Source: an optimization exercise on an open RTL-to-GDS flow (aim: small area). Production flows keep margins and buffers that such runs may drop.
Only simulation tests tie the RTL to the original design; equivalence was not proved.
Power figures rest on the tool's default switching activity, not on a simulated workload. No driver is modelled on the clock port, so clocking that relies on it looks cheaper here than on a real chip.

==> flow/design.v <==
`timescale 1ns/1ps
`default_nettype none
module ll_mngr (
  input  logic        clk,
  input  logic        reset_n,
  input  logic        cmd_valid,
  input  logic [2:0]  cmd_op,
  input  logic [2:0]  cmd_list,
  input  logic [5:0]  cmd_pos,
  input  logic [15:0] cmd_data,
  output logic        idle,
  output logic        resp_valid,
  output logic [1:0]  resp_status,
  output logic [15:0] resp_data
);
  localparam logic [1:0] S_IDLE = 2'd0;
  localparam logic [1:0] S_WAIT = 2'd1;
  localparam logic [1:0] S_ENDS = 2'd2;
  localparam logic [1:0] S_LAP  = 2'd3;
  logic [495:0] r_q;
  logic [47:0]  ends_q;
  logic [15:0]  c_q;
  logic [2:0]   k_q;
  logic [4:0]   pos_q;
  logic [1:0]   state_q;
  logic [2:0]   op_q;
  logic [2:0]   lst_q;
  logic [5:0]   x_q;
  logic [5:0]   y_q;
  logic [1:0]   st_q;
  logic         full_q;
  logic         clr_q;
  logic         win_q;
  wire [15:0] d_out = r_q[495:480];
  wire [5:0]  e_out = ends_q[47:42];
  wire is_dh  = (op_q == 3'd2);
  wire is_rp  = (op_q == 3'd3);
  wire is_rc  = (op_q == 3'd4);
  wire is_rt  = (op_q == 3'd5);
  wire is_ah  = (op_q == 3'd0);
  wire is_at  = (op_q == 3'd1);
  wire is_add = (op_q[2:1] == 2'd0);
  wire in_idle = (state_q == S_IDLE);
  wire in_ends = (state_q == S_ENDS);
  wire in_lap  = (state_q == S_LAP);
  wire strobe  = in_idle & cmd_valid;
  wire k_l    = (k_q == lst_q);
  wire k_lm1  = ({1'b0, k_q} + 4'd1) == {1'b0, lst_q};
  wire k_7    = (k_q == 3'd7);
  wire k_gel  = (k_q >= lst_q);
  wire e_eq_y = (e_out == y_q);
  wire       sub  = (is_rc & k_lm1) | (is_rp & k_l);
  wire [5:0] opnd = e_out ^ {6{sub}};
  logic [6:0] sum;
  logic [6:0] cy;
  always_comb begin
    cy[0] = sub;
    for (int i = 0; i < 6; i++) begin
      sum[i]  = x_q[i] ^ opnd[i] ^ cy[i];
      cy[i+1] = (x_q[i] & opnd[i]) | (cy[i] & (x_q[i] ^ opnd[i]));
    end
    sum[6] = cy[6];
  end
  wire       x_ge = sum[6];
  wire acc_en = in_ends & ((is_ah & k_lm1) | (is_at & k_l) | ((is_dh | is_rt) & k_7) |
                           (is_rp & k_lm1) | (is_rc & (k_lm1 | k_l)));
  wire y_en   = in_ends & (((is_dh | is_rp) & k_lm1) | (is_add & k_7));
  logic [1:0] st_nx;
  always_comb begin
    st_nx = st_q;
    if (in_ends & k_l & (is_dh | is_rp) & e_eq_y) st_nx = 2'd1;
    else if (in_ends & k_l & is_rp & x_ge)        st_nx = 2'd3;
  end
  wire inc = in_ends & is_add & k_gel & (st_q == 2'd0);
  wire dec = in_ends & is_dh & k_gel & (k_l ? ~e_eq_y : (st_q == 2'd0));
  logic [5:0] e_tog;
  logic       e_ones, e_zeros;
  always_comb begin
    e_ones  = 1'b1;
    e_zeros = 1'b1;
    for (int i = 0; i < 6; i++) begin
      e_tog[i] = (inc & e_ones) | (dec & e_zeros);
      e_ones   = e_ones & e_out[i];
      e_zeros  = e_zeros & ~e_out[i];
    end
  end
  wire [5:0] e_in = clr_q ? 6'd0 : (e_out ^ e_tog);
  wire ends_done = in_ends & k_7;
  wire go_lap    = (is_add | is_dh | is_rp) & (st_nx == 2'd0);
  wire x_31      = (x_q[4:0] == 5'd31);
  wire start_hit = (pos_q == x_q[4:0]) | (~full_q & x_31 & (pos_q == 5'd0));
  wire end_hit   = (pos_q == y_q[4:0]);
  wire win_op    = is_add | is_dh;
  wire start_now = in_lap & win_op & start_hit;
  wire inpath    = win_q | start_now;
  wire end_now   = in_lap & win_op & inpath & end_hit;
  wire add_full  = start_now & is_add & (y_q == 6'd31);
  wire cap       = in_lap & is_rp & start_hit;
  wire lap_end   = end_now | add_full | cap;
  wire hold_pos  = end_now & is_dh;
  wire       full_nx = add_full | (full_q & ~hold_pos);
  wire       two     = add_full & ~x_31;
  logic [4:0] pos_tog;
  logic       pos_run;
  always_comb begin
    pos_tog[0] = ~hold_pos & ~two;
    pos_run    = ~hold_pos & (two | pos_q[0]);
    for (int i = 1; i < 5; i++) begin
      pos_tog[i] = pos_run;
      pos_run    = pos_run & pos_q[i];
    end
  end
  wire [4:0] pos_p1  = pos_q ^ pos_tog;
  wire [4:0] pos_nx  = (~full_nx & (pos_p1 == 5'd31)) ? 5'd0 : pos_p1;
  wire [15:0] ring_in = inpath ? ~c_q : d_out;
  wire c_ld_ring = inpath | cap;
  wire c_ld_cmd  = ~c_ld_ring & strobe & ~full_q;
  wire c_hold    = ~c_ld_ring & ~(strobe & ~full_q);
  always_ff @(posedge clk) begin
    r_q    <= {r_q[479:0], ring_in};
    ends_q <= {ends_q[41:0], e_in};
  end
  always_ff @(posedge clk) begin
    if (!reset_n) begin
      state_q    <= S_IDLE;
      resp_valid <= 1'b0;
      k_q        <= 3'd0;
      pos_q      <= 5'd0;
      clr_q      <= 1'b1;
      full_q     <= 1'b0;
      win_q      <= 1'b0;
    end else begin
      k_q        <= k_q + 3'd1;
      pos_q      <= pos_nx;
      full_q     <= full_nx;
      win_q      <= inpath & ~end_now;
      resp_valid <= 1'b0;
      if (k_7) clr_q <= 1'b0;
      case (state_q)
        S_IDLE: if (cmd_valid) state_q <= S_WAIT;
        S_WAIT: if (k_7) state_q <= S_ENDS;
        S_ENDS: if (k_7) begin
          if (go_lap) state_q <= S_LAP;
          else begin
            state_q    <= S_IDLE;
            resp_valid <= 1'b1;
          end
        end
        S_LAP: if (lap_end) begin
          state_q    <= S_IDLE;
          resp_valid <= 1'b1;
        end
      endcase
    end
  end
  always_ff @(posedge clk) begin
    x_q <= ({6{strobe & (cmd_op == 3'd3)}} & {1'b0, cmd_pos[4:0]}) |
           ({6{acc_en}} & sum[5:0]) | ({6{~strobe & ~acc_en}} & x_q);
    y_q <= ({6{y_en}} & e_out) | ({6{~strobe & ~y_en}} & y_q);
    if (strobe) begin
      op_q  <= cmd_op;
      lst_q <= cmd_list;
      st_q  <= (cmd_op[2:1] == 2'd0 && full_q) ? 2'd2 :
               (cmd_op == 3'd3 && cmd_pos[5]) ? 2'd3 : 2'd0;
    end else begin
      st_q <= st_nx;
    end
  end
  always_ff @(posedge clk) begin
    c_q <= ~((d_out & {16{c_ld_ring}}) | (cmd_data & {16{c_ld_cmd}}) | (~c_q & {16{c_hold}}));
  end
  wire csel = (op_q[2:1] == 2'b01) & (st_q == 2'd0);
  assign idle        = in_idle;
  assign resp_status = st_q;
  assign resp_data   = csel ? ~c_q : {10'd0, x_q & {6{op_q[2]}}};
endmodule
`default_nettype wire
Settings: LEC_CHECK=0, CAP_MARGIN=20, CORE_MARGIN=2, CORE_UTILIZATION=60, PLACE_DENSITY=0.7, SLEW_MARGIN=20; clock period 5.0 ns.
standard.sh (not shown) runs the stock make flow with config.mk's settings and CLKGATE_MAP_FILE= SYNTH_SCRIPT=/design/flow/synth_recipe.tcl, a recipe that flattens the netlist after the stock synthesis.
==> flow/flow/run.sh <==
#!/bin/bash
# Standard layout, with three changes:
#  - the port buffers are the smallest buffer cell;
#  - synthesis maps the logic with an area-oriented ABC script;
#  - clock tree synthesis inserts no dummy loads.
set -e
cp -r "$FLOW_HOME/scripts" ./scripts_local
printf 'strash\ndch -f\namap\ntopo\n' > scripts_local/abc_speed.script
export BUFFER_PORTS_ARGS="-buffer_cell sky130_fd_sc_hd__buf_1"
export CTS_ARGS="-sink_clustering_enable -repair_clock_nets -sink_clustering_size 35 -sink_clustering_max_diameter 70 -buf_list sky130_fd_sc_hd__clkbuf_16 -sink_clustering_buffer sky130_fd_sc_hd__clkbuf_16 -root_buf sky130_fd_sc_hd__clkbuf_8 -tree_buf sky130_fd_sc_hd__clkbuf_8 -dont_use_dummy_load"
bash standard.sh SCRIPTS_DIR="$PWD/scripts_local" finish > standard.log 2>&1
Then changed:
--- a/flow/design.v
+++ b/flow/design.v
@@ -111,9 +111,9 @@
     end
   end
   wire [4:0] pos_p1  = pos_q ^ pos_tog;
   wire [4:0] pos_nx  = (~full_nx & (pos_p1 == 5'd31)) ? 5'd0 : pos_p1;
-  wire [15:0] ring_in = inpath ? ~c_q : d_out;
+  wire [15:0] ring_in = inpath ? c_q : d_out;
   wire c_ld_ring = inpath | cap;
   wire c_ld_cmd  = ~c_ld_ring & strobe & ~full_q;
   wire c_hold    = ~c_ld_ring & ~(strobe & ~full_q);
   always_ff @(posedge clk) begin
@@ -166,12 +166,12 @@
       st_q <= st_nx;
     end
   end
   always_ff @(posedge clk) begin
-    c_q <= ~((d_out & {16{c_ld_ring}}) | (cmd_data & {16{c_ld_cmd}}) | (~c_q & {16{c_hold}}));
+    c_q <= (d_out & {16{c_ld_ring}}) | (cmd_data & {16{c_ld_cmd}}) | (c_q & {16{c_hold}});
   end
   wire csel = (op_q[2:1] == 2'b01) & (st_q == 2'd0);
   assign idle        = in_idle;
   assign resp_status = st_q;
-  assign resp_data   = csel ? ~c_q : {10'd0, x_q & {6{op_q[2]}}};
+  assign resp_data   = csel ? c_q : {10'd0, x_q & {6{op_q[2]}}};
 endmodule
 `default_nettype wire
Wire length came out lower by 3.2%.
Global-route usage came out lower by 0.71 points.
Total power hardly moves.
Clock skew came out higher by 0.023 ns.
Design area stays flat.

## separate check: timing with driven ports
The results above use ideal ports. As a check the final layouts listed here were re-extracted and re-timed, cells and wires unchanged. Step 1, drivers: a clkbuf_16 drives clk and a buf_2 each remaining input, both assumed. Step 2 also shifts input and output timing later by t, the mid clock arrival at the registers, as if the neighbouring blocks saw the same clock. a / b / c = ideal ports / drivers / drivers and shift; a / b = the first two.
| run | shift t [ns] | setup slack, ns | hold slack, ns | clock arrival spread, ns | worst register clock-pin slew, ns |
|---|---|---|---|---|---|
| the first run | 0.630 | 0.341 / 0.341 / 0.341 | 0.316 / 0.316 / 0.316 | 0.066 / 0.066 | 0.12 / 0.12 |
| the second run | 0.627 | 0.292 / 0.292 / 0.292 | 0.284 / 0.284 / 0.284 | 0.093 / 0.093 | 0.12 / 0.12 |
After both steps every run listed still meets setup and hold.
